Context: an optimization exercise on an open-source flow, tuned for small area, a short achievable clock period and few clock cycles. The choices shown serve that exercise and are no tape-out recipe.
Function was checked by simulation only, so behaviour that the tests miss may differ from the original.
No activity file was given, so power comes from the tool's default toggle rates.

**flow/design.v**
```verilog
`default_nettype none
package pfse_pkg;
  localparam logic [4:0] FILLER_CODE = 5'd23;
  localparam logic [49:0] KEY_ROWS_01_RESET = 50'd75020730666187;
  localparam logic [49:0] KEY_ROWS_23_RESET = 50'd367878684816948;
  localparam logic [24:0] KEY_ROW_4_RESET   = 25'd16374553;
  function automatic logic [5:0] find_cell(logic [124:0] key, logic [4:0] want);
    logic [24:0] m;
    logic [24:0] cf;
    logic [4:0]  rowany;
    logic [4:0]  rowfirst;
    logic [4:0]  colfirst;
    logic        none;
    for (int i = 0; i < 25; i++) m[i] = (key[5*i +: 5] == want);
    for (int r = 0; r < 5; r++) begin
      rowany[r]  = |m[5*r +: 5];
      cf[5*r]    = m[5*r];
      cf[5*r+1]  = m[5*r+1] & ~m[5*r];
      cf[5*r+2]  = m[5*r+2] & ~|m[5*r +: 2];
      cf[5*r+3]  = m[5*r+3] & ~|m[5*r +: 3];
      cf[5*r+4]  = m[5*r+4] & ~|m[5*r +: 4];
    end
    none        = ~|rowany;
    rowfirst[0] = rowany[0] | none;
    rowfirst[1] = rowany[1] & ~rowany[0];
    rowfirst[2] = rowany[2] & ~|rowany[1:0];
    rowfirst[3] = rowany[3] & ~|rowany[2:0];
    rowfirst[4] = rowany[4] & ~|rowany[3:0];
    colfirst = {4'd0, none};
    for (int r = 0; r < 5; r++) colfirst = colfirst | ({5{rowfirst[r]}} & cf[5*r +: 5]);
    find_cell = {rowfirst[4], rowfirst[2] | rowfirst[3], rowfirst[1] | rowfirst[3],
                 colfirst[4], colfirst[2] | colfirst[3], colfirst[1] | colfirst[3]};
  endfunction
  function automatic logic [2:0] inc5(logic [2:0] x);
    inc5 = (x == 3'd4) ? 3'd0 : x + 3'd1;
  endfunction
  function automatic logic [4:0] sq_cell(logic [124:0] key, logic [2:0] r, logic [2:0] c);
    logic [24:0] row;
    logic [4:0]  v;
    row = '0;
    for (int i = 0; i < 5; i++) row = row | ({25{r == 3'(i)}} & key[25*i +: 25]);
    v = '0;
    for (int i = 0; i < 5; i++) v = v | ({5{c == 3'(i)}} & row[5*i +: 5]);
    sq_cell = v;
  endfunction
  function automatic logic [7:0] letter_byte(logic [4:0] code, logic lower);
    letter_byte = {3'b000, code} + (lower ? 8'd97 : 8'd65);
  endfunction
endpackage
`default_nettype wire
`default_nettype none
module playfair_stream_encrypter (
  input  wire logic        clk,
  input  wire logic        rst_n,
  input  wire logic        in_tvalid,
  output logic             in_tready,
  input  wire logic [7:0]  in_tdata,
  input  wire logic        in_tlast,
  output logic             out_tvalid,
  input  wire logic        out_tready,
  output logic [7:0]       out_tdata,
  output logic             out_tlast,
  output logic [1:0]       out_tuser,
  input  wire logic        cfg_valid,
  output logic             cfg_ready,
  input  wire logic [1:0]  cfg_index,
  input  wire logic [49:0] cfg_data
);
  logic [49:0]  key01_r;
  logic [49:0]  key23_r;
  logic [24:0]  key4_r;
  logic [124:0] key_sq;
  assign key_sq    = {key4_r, key23_r, key01_r};
  assign cfg_ready = 1'b1;
  always_ff @(posedge clk) begin
    if (!rst_n) begin
      key01_r <= pfse_pkg::KEY_ROWS_01_RESET;
      key23_r <= pfse_pkg::KEY_ROWS_23_RESET;
      key4_r  <= pfse_pkg::KEY_ROW_4_RESET;
    end else if (cfg_valid) begin
      case (cfg_index)
        2'd0: key01_r <= cfg_data;
        2'd1: key23_r <= cfg_data;
        2'd2: key4_r  <= cfg_data[24:0];
        default: ;
      endcase
    end
  end
  logic [7:0]  k_r, b_src;
  logic [5:0]  b_r;
  logic        bl_r, kl_r, bv_r, kv_r;
  logic        bisl_r, bissp_r;
  logic [4:0]  bwant_r;
  logic        take, in_acc;
  logic [6:0]  prev_r;    
  logic        held_r, ph_r;
  logic        is_letter, is_space, is_bad, rep, two, has_job, held_nxt;
  logic [4:0]  want_src;
  logic [1:0]  kc_r;      
  logic        d_entry, d_hold, d_bad, d_bcur, d_la, d_lb, d_last, d_msg;
  logic [1:0]  d_asel;
  logic [5:0]  fpos, xpos_r, hpos_r, e_a, e_b;
  logic        pv_r, pbad_r, pla_r, plb_r, plast_r, pmsg_r;
  logic [5:0]  pa_r, pb_r;
  logic        p_free, p_load, p_done;
  logic        rav_r, rbv_r, r_acc, pop;
  logic        ral_r, ralast_r, ramsg_r, rabad_r;
  logic        rbl_r, rblast_r, rbmsg_r;
  logic [5:0]  rapos_r, rbpos_r;
  logic        ov_r, o_load;
  logic [10:0] o_r, push_d;
  assign in_tready = !kv_r;
  assign in_acc    = in_tvalid && !kv_r;
  always_ff @(posedge clk) begin
    if (!rst_n) begin
      bv_r <= 1'b0;
      kv_r <= 1'b0;
    end else if (kc_r == 2'd2) begin
      bv_r <= 1'b0;
      if (in_acc) kv_r <= 1'b1;
    end else if (!bv_r || take) begin
      bv_r <= kv_r || in_tvalid;
      kv_r <= 1'b0;
    end else if (in_acc) begin
      kv_r <= 1'b1;
    end
  end
  assign b_src    = kv_r ? k_r : in_tdata;
  assign want_src = ((kv_r || in_tvalid) && (kc_r != 2'd2))
                      ? ((b_src[4:0] == 5'd10) ? 5'd8 : b_src[4:0] - 5'd1)
                      : (cfg_valid || !rst_n)
                        ? ((prev_r[4:0] == 5'd10) ? 5'd8 : prev_r[4:0] - 5'd1)
                        : pfse_pkg::FILLER_CODE;
  always_ff @(posedge clk) begin
    if (!bv_r || take) begin
      b_r     <= b_src[5:0];
      bl_r    <= kv_r ? kl_r : in_tlast;
      bisl_r  <= ((b_src[7:5] == 3'b010) || (b_src[7:5] == 3'b011)) &&
                 (b_src[4:0] != 5'd0) && (b_src[4:0] <= 5'd26);
      bissp_r <= (b_src == 8'h20);
      bwant_r <= want_src;
    end
    if (!kv_r) begin
      k_r  <= in_tdata;
      kl_r <= in_tlast;
    end
  end
  always_comb begin
    is_letter = bisl_r;
    is_space  = bissp_r;
    is_bad    = !is_letter && !is_space;
    rep       = is_letter && (prev_r == {1'b1, b_r});
    held_nxt  = held_r ^ !rep;
    two       = bl_r && held_r && (is_bad || rep);
    has_job   = is_letter || is_bad || (bl_r && held_r);
    d_entry = 1'b1; d_hold = 1'b0; d_bad = 1'b0;
    d_asel  = 2'd0; d_la = prev_r[5]; d_bcur = 1'b0; d_lb = 1'b1;
    d_last  = 1'b1; d_msg = bl_r;
    if (ph_r) begin
      if (!is_bad) begin
        d_asel = 2'd2; d_la = b_r[5];
      end
    end else if (is_bad) begin
      d_bad = 1'b1; d_last = !two; d_msg = 1'b0;
    end else if (is_letter) begin
      d_hold = !bl_r && held_nxt;
      if (held_r) begin
        if (!rep) begin
          d_bcur = 1'b1; d_lb = b_r[5];
        end
        d_last = !two;
        d_msg  = bl_r && !two;
      end else if (rep) begin
        d_asel = 2'd1; d_la = 1'b1; d_bcur = 1'b1; d_lb = b_r[5];
      end else if (bl_r) begin
        d_asel = 2'd2; d_la = b_r[5];
      end else begin
        d_entry = 1'b0;
      end
    end
  end
  assign p_load = bv_r && has_job && d_entry && p_free;
  assign take   = bv_r && (!(has_job && d_entry) || (p_free && (!two || ph_r)));
  always_ff @(posedge clk) begin
    if (!rst_n) begin
      prev_r <= 7'd0;
      held_r <= 1'b0;
      ph_r   <= 1'b0;
    end else begin
      if (p_load) ph_r <= two && !ph_r;
      if (take) begin
        if (bl_r) begin
          prev_r <= 7'd0;
          held_r <= 1'b0;
        end else if (is_letter) begin
          prev_r <= {1'b1, b_r};
          held_r <= held_nxt;
        end
      end
    end
  end
  always_comb begin
    fpos = pfse_pkg::find_cell(key_sq, bwant_r);
    case (d_asel)
      2'd0:    e_a = hpos_r;
      2'd1:    e_a = xpos_r;
      default: e_a = fpos;
    endcase
    e_b = d_bcur ? fpos : xpos_r;
  end
  always_ff @(posedge clk) begin
    if (!rst_n || cfg_valid) kc_r <= 2'd2;
    else if (kc_r != 2'd0)   kc_r <= kc_r - 2'd1;
    if ((take && d_hold) || (kc_r == 2'd2)) hpos_r <= fpos;
    if (kc_r == 2'd1) xpos_r <= fpos;
  end
  assign p_done = pv_r && r_acc;
  assign p_free = !pv_r || p_done;
  always_ff @(posedge clk) begin
    if (!rst_n) begin
      pv_r <= 1'b0;
    end else begin
      if (p_load)      pv_r <= 1'b1;
      else if (p_done) pv_r <= 1'b0;
    end
  end
  always_ff @(posedge clk) begin
    if (p_load) begin
      pbad_r  <= d_bad;
      pla_r   <= d_la;
      plb_r   <= d_lb;
      pa_r    <= e_a;
      pb_r    <= e_b;
      plast_r <= d_last;
      pmsg_r  <= d_msg;
    end
  end
  logic       srow, scol;
  logic [2:0] ra, ca, rb, cb, oar, oac, obr, obc;
  always_comb begin
    ra   = pa_r[5:3]; ca = pa_r[2:0];
    rb   = pb_r[5:3]; cb = pb_r[2:0];
    srow = (ra == rb);
    scol = (ca == cb);
    oar  = (!srow && scol) ? pfse_pkg::inc5(ra) : ra;
    obr  = (!srow && scol) ? pfse_pkg::inc5(rb) : rb;
    oac  = srow ? pfse_pkg::inc5(ca) : scol ? ca : cb;
    obc  = srow ? pfse_pkg::inc5(cb) : scol ? cb : ca;
  end
  assign pop   = rav_r && o_load;
  assign r_acc = !rav_r || (!rbv_r && o_load);
  always_ff @(posedge clk) begin
    if (!rst_n) begin
      rav_r <= 1'b0;
      rbv_r <= 1'b0;
    end else if (pv_r && r_acc) begin
      rav_r <= 1'b1;
      rbv_r <= !pbad_r;
    end else if (pop) begin
      rav_r <= rbv_r;
      rbv_r <= 1'b0;
    end
  end
  always_ff @(posedge clk) begin
    if (pv_r && r_acc) begin
      rapos_r  <= {oar, oac};
      ral_r    <= pla_r;
      ralast_r <= pbad_r && plast_r;
      ramsg_r  <= 1'b0;
      rabad_r  <= pbad_r;
      rbpos_r  <= {obr, obc};
      rbl_r    <= plb_r;
      rblast_r <= plast_r;
      rbmsg_r  <= pmsg_r;
    end else if (pop) begin
      rapos_r  <= rbpos_r;
      ral_r    <= rbl_r;
      ralast_r <= rblast_r;
      ramsg_r  <= rbmsg_r;
      rabad_r  <= 1'b0;
    end
  end
  logic [4:0] cellv;
  always_comb begin
    cellv = pfse_pkg::sq_cell(key_sq, rapos_r[5:3], rapos_r[2:0]);
    if (rabad_r)
      push_d = {8'd0, ralast_r, 1'b0, 1'b1};
    else
      push_d = {pfse_pkg::letter_byte(cellv, ral_r), ralast_r, ramsg_r, 1'b0};
  end
  assign o_load = !ov_r || out_tready;
  always_ff @(posedge clk) begin
    if (!rst_n) begin
      ov_r <= 1'b0;
    end else if (o_load) begin
      ov_r <= rav_r;
    end
  end
  always_ff @(posedge clk) begin
    if (o_load) o_r <= push_d;
  end
  assign out_tvalid   = ov_r;
  assign out_tdata    = o_r[10:3];
  assign out_tlast    = o_r[2];
  assign out_tuser[0] = o_r[1];
  assign out_tuser[1] = o_r[0];
endmodule
`default_nettype wire
```
**flow/flow/run.sh**
```bash
#!/bin/bash
set -euo pipefail
bash standard.sh SETUP_SLACK_MARGIN=5.16 finish > standard_flow.log 2>&1
```
**flow/standard.sh**
```bash
#!/bin/bash
# synth_recipe.tcl (not shown) runs the flow's synth.tcl, then flattens the netlist and writes it again
# the make line also repeats each setting of config.mk as NAME=value (left out here)
make -C /OpenROAD-flow-scripts/flow DESIGN_CONFIG=/design/flow/config.mk WORK_HOME=/design/flow/orfs CLKGATE_MAP_FILE= SYNTH_SCRIPT=/design/flow/synth_recipe.tcl "${@:-finish}"
```
**flow/config.mk**
```make
export PLATFORM = sky130hd
export DESIGN_NAME = playfair_stream_encrypter
export DESIGN_NICKNAME = playfair_stream_encrypter
export VERILOG_FILES = /design/flow/design.v
export SDC_FILE = /design/flow/constraint.sdc
export NUM_CORES = 4
export LEC_CHECK = 0
export CAP_MARGIN = 20
export CORE_MARGIN = 2
export CORE_UTILIZATION = 40
export CTS_BUF_LIST = sky130_fd_sc_hd__clkbuf_8 sky130_fd_sc_hd__clkbuf_16
export CTS_CLUSTER_DIAMETER = 80
export CTS_CLUSTER_SIZE = 25
export SETUP_SLACK_MARGIN = 5
export SLEW_MARGIN = 20
```
**flow/constraint.sdc**
```tcl
create_clock -name core_clock -period 8.0 [get_ports {clk}]
set_input_delay 1.6000 -clock core_clock [delete_from_list [all_inputs] [get_ports {clk}]]
set_output_delay 1.6000 -clock core_clock [all_outputs]
set_load 0.01 [all_outputs]
```
==> results.sh <==
export IMPL_hold_viol=0
export IMPL_tightest_slew_ns=0.851
export IMPL_pwr_share_comb_pct=18.8
export IMPL_io_buffers=78
export IMPL_die_width_um=177
export IMPL_required_ns=8.40
export IMPL_placed_cell_area_um2=13000
export IMPL_areaGrowthSynthToFinish_pct=15.8
export IMPL_syn_nets=1419
export IMPL_clockPowerShare_pct=31.1
export IMPL_yosys_warnings=1
export IMPL_setup_viol_count_final=0
export IMPL_wire_per_inst_um=19.1
export IMPL_place_hpwl_um=22800
export IMPL_syn_area_um2=12000
export IMPL_ys_async_sr_fraction_pct=0
export IMPL_core_um2=29600
export IMPL_crit_type="input port to register"
export IMPL_drt_total_wl_um=34000
export IMPL_cts_root_buf="clkbuf_16"
export IMPL_cp_end_kind="register"
export IMPL_start_util_pct=40.5
export IMPL_grt_pass1_wl_um=51900
export IMPL_grt_util_met2_pct=33.1
export IMPL_relSlewSlack_pct=42.8
export IMPL_cp_max_fo=4
export IMPL_detail_route_first_pass_iterations=5
export IMPL_vias=9608
export IMPL_intPower_mw=1.83
export IMPL_row_count=63
export IMPL_drc=0
export IMPL_h_tree_depth=1
export IMPL_fmax_mhz=360
export IMPL_numClockSinks=224
export IMPL_power_frac_seq_pct=50.1
export IMPL_cp_start_kind="input port"
export IMPL_critPathSlowestCell="clkdlybuf4s50_1"
export IMPL_fin_crit_sh_pct=34.7
export IMPL_cpPeakStageDelay_ns=0.44
export IMPL_finClkSkew_ns=0.0199
export IMPL_period_minus_slack_ns=2.78
export IMPL_grt_pass1_vias=9068
export IMPL_gp_congestion=0.865
export IMPL_cts_tree="built"
export IMPL_synth_seq_cells=224
export IMPL_fin_area_um2=13900
export IMPL_die_h_um=177
export IMPL_drtIter0Drc=747
export IMPL_io_pins=80
export IMPL_outcome="finished clean"
export IMPL_synth_distinct_cells=70
export IMPL_avgSynthCellArea_um2=8.97
export IMPL_clock_latency_ns=0.50
export IMPL_netSwitchingPower_mw=0.755
export IMPL_gr_usage_all_layers_pct=21.3
export IMPL_use_met3_pct=4.08
export IMPL_met1_usage_pct=30.2
export IMPL_path_cells="clkdlybuf4s50_1 -> nor2b_4 -> inv_6 -> a21boi_2 -> nand2_2 -> nand2_4 -> and2_4 -> nor2_1 -> o221a_2"
export IMPL_p_leak_nw=5.20
export IMPL_clock_path_buffers=3
export IMPL_final_max_slew_viol_count=0
export IMPL_critPathTopFamily="simple AND/OR/NAND/NOR gates"
export IMPL_grt_max_degree=101
export IMPL_postRouteAntennaNets=0
export IMPL_clkSlewWorstSetupHoldPaths_ns=0.10
export IMPL_peakVddDrop_mv=0.122
export IMPL_rsz0062_at_grt="yes"
export IMPL_layout_setup_ws_ns=5.22
export IMPL_final_instance_count_excl_fill=1782
export IMPL_antenna_found_initial=0
export IMPL_overflow=0
export IMPL_netSwitchingFraction_pct=29.2
export IMPL_syn_inst=1335
export IMPL_worstPathArrival_ns=3.18
export IMPL_ctsHoldBuffers=0
export IMPL_r2r_slack_ns=5.27
export IMPL_dp_cells=1732
export IMPL_setup_tns_ns=0
export IMPL_cts_buffers=15
export IMPL_post_route_util_pct=46.9
export IMPL_drv_cap=0
export IMPL_p_per_area_nw_per_um2=187
export IMPL_layout_nets=1468
export IMPL_synth_ff_type="dfxtp_1"
export IMPL_n_antenna_cell=0
export IMPL_avgViaCountPerCell=5.39
export IMPL_hp_class="register to register"
export IMPL_drive_above_1_share_pct=9.84
export IMPL_dieArea_um2=31300
export IMPL_grt_busiest_layer="met2"
export IMPL_synth_edff_count=72
export IMPL_critPathBufInv=2
export IMPL_yosysSeqAreaShare_pct=43.5
export IMPL_dp_worst_setup_slack_ns=3.88
cells in the final DEF (no fill, tap or decap), types with 28 or more instances in the layout:
| cell | instances |
|---|---|
| a21boi_0 | 71 |
| nand3_1 | 107 |
| xnor2_1 | 78 |
| nor2_1 | 46 |
| xor2_1 | 67 |
| inv_1 | 38 |
| clkdlybuf4s50_1 | 63 |
| nand2_1 | 299 |
| edfxtp_1 | 72 |
| nor3_1 | 28 |
| o21ai_0 | 46 |
| mux2i_1 | 35 |
| dfxtp_1 | 151 |
flip-flops by register name (all words and copies together) (netlist names), 2 cells and up:
register and flops:
prev_r 7, key4_r 25, hpos_r 6, key23_r 50, rapos_r 6, k_r 8
pa_r 6, pb_r 6, xpos_r 6, rbpos_r 6, o_r 11, key01_r 50
bwant_r 5, kc_r 2, b_r 6
what timing repair did:
| action | in CTS | in global routing |
|---|---|---|
| pin swaps | 5 | 2 |
| gates cloned | 2 | 3 |
| buffers inserted | 12 | 8 |
| gates resized for setup | 45 | 22 |
| endpoints found under the setup margin | 203 | 116 |
synthesized netlist by cell type (all sizes together) (8+ instances only):
library cell  instances  area, µm²
nand2               302       1130
dfxtp               152       3040
nand3               109        551
xnor2                78        683
a21boi               72        541
edfxtp               72       2160
xor2                 67        587
clkbuf               53        199
o21ai                50        250
nor2                 47        176
inv                  39        146
nor3                 38        195
mux2i                35        350
buf                  30        223
a21oi                25        125
ha                   18        225
mux2                 17        191
mux4                 11        248
a31oi                 9       56.3
a221o                 8       80.1
nor2b                 8       50.1
per-layer routing:
metal / vias to the layer above / share of wire [%]
li1: 4697 / -
met1: 4524 / 45
met2: 335 / 44
met3: 52 / 8.4
met4: 0 / 2.7
met5: - / 0
cells by family after synthesis:
| logic type | synth area share (%) |
|---|---|
| buf+inv | 4.74 |
| flops | 43.5 |
| other cells | 0.0313 |
| mux | 6.59 |
| simple gates | 20.4 |
| xor+xnor | 10.6 |
| fa+ha+maj | 1.88 |
| compound gates | 12.3 |
power by group through the flow:
stage / clock network, mW / logic (mW) / registers [mW]
after CTS: 0.823 / 0.473 / 1.30
final: 0.804 / 0.486 / 1.30
after global routing: 0.861 / 0.533 / 1.31
after global placement: 0 / 0.453 / 1.32
after detailed placement: 0 / 0.459 / 1.32
after floorplan: 0 / 0.339 / 1.30
per-stage QoR:
stage                     hold slack, ns  power [mW]
after floorplan                    0.400        1.64
after global placement             0.406        1.78
after detailed placement           0.411        1.78
after CTS                          0.431        2.59
after global routing               0.434        2.70
final                              0.427        2.59
final cells by class:
type / instances / area [µm²]
timing repair buffer: 112 / 1130
tap: 390 / 488
sequential: 224 / 5210
inverter: 39 / 155
clock buffer: 16 / 400
multi-input combinational: 992 / 6410
clock inverter: 9 / 72.6
fill: 2877 / 15700
worst paths after layout:
| kind | start | end | cells past startpoint |
|---|---|---|---|
| setup reg to reg | rapos_r[5] | o_r[8] | 8 |
| hold / removal | ralast_r | o_r[2] | 0 |
| hold reg to reg | ralast_r | o_r[2] | 0 |
| setup / recovery | out_tready | prev_r[6] | 9 |
Testbench counts, summed over its fixed seeds: cycles 16,722.

static timing again, ports no longer ideal:
The results above use ideal ports. As a check the final layout listed here was re-extracted and re-timed, cells and wires unchanged.
Step 1 assumes that a clkbuf_16 drives the clock port and a buf_2 every other input.
Step 2, shift: input delay + t, output delay - t, t = (earliest + latest rising clock arrival at the registers) / 2. This alone moves slack from input paths to output paths.
Slacks: ideal / step 1 / step 2; pairs: ideal / step 1.
t (ns): 0.538
slack for setup (ns): 5.224 / 5.182 / 4.698
latest minus earliest clock arrival (ns): 0.023 / 0.024
worst data-port slew with drivers (ns): 0.04
cell pins on the clock port's net: 1
After both steps setup and hold are still met in this run. For this run, drivers alone change the setup slack by -0.042 ns; drivers and shift together by -0.526 ns.
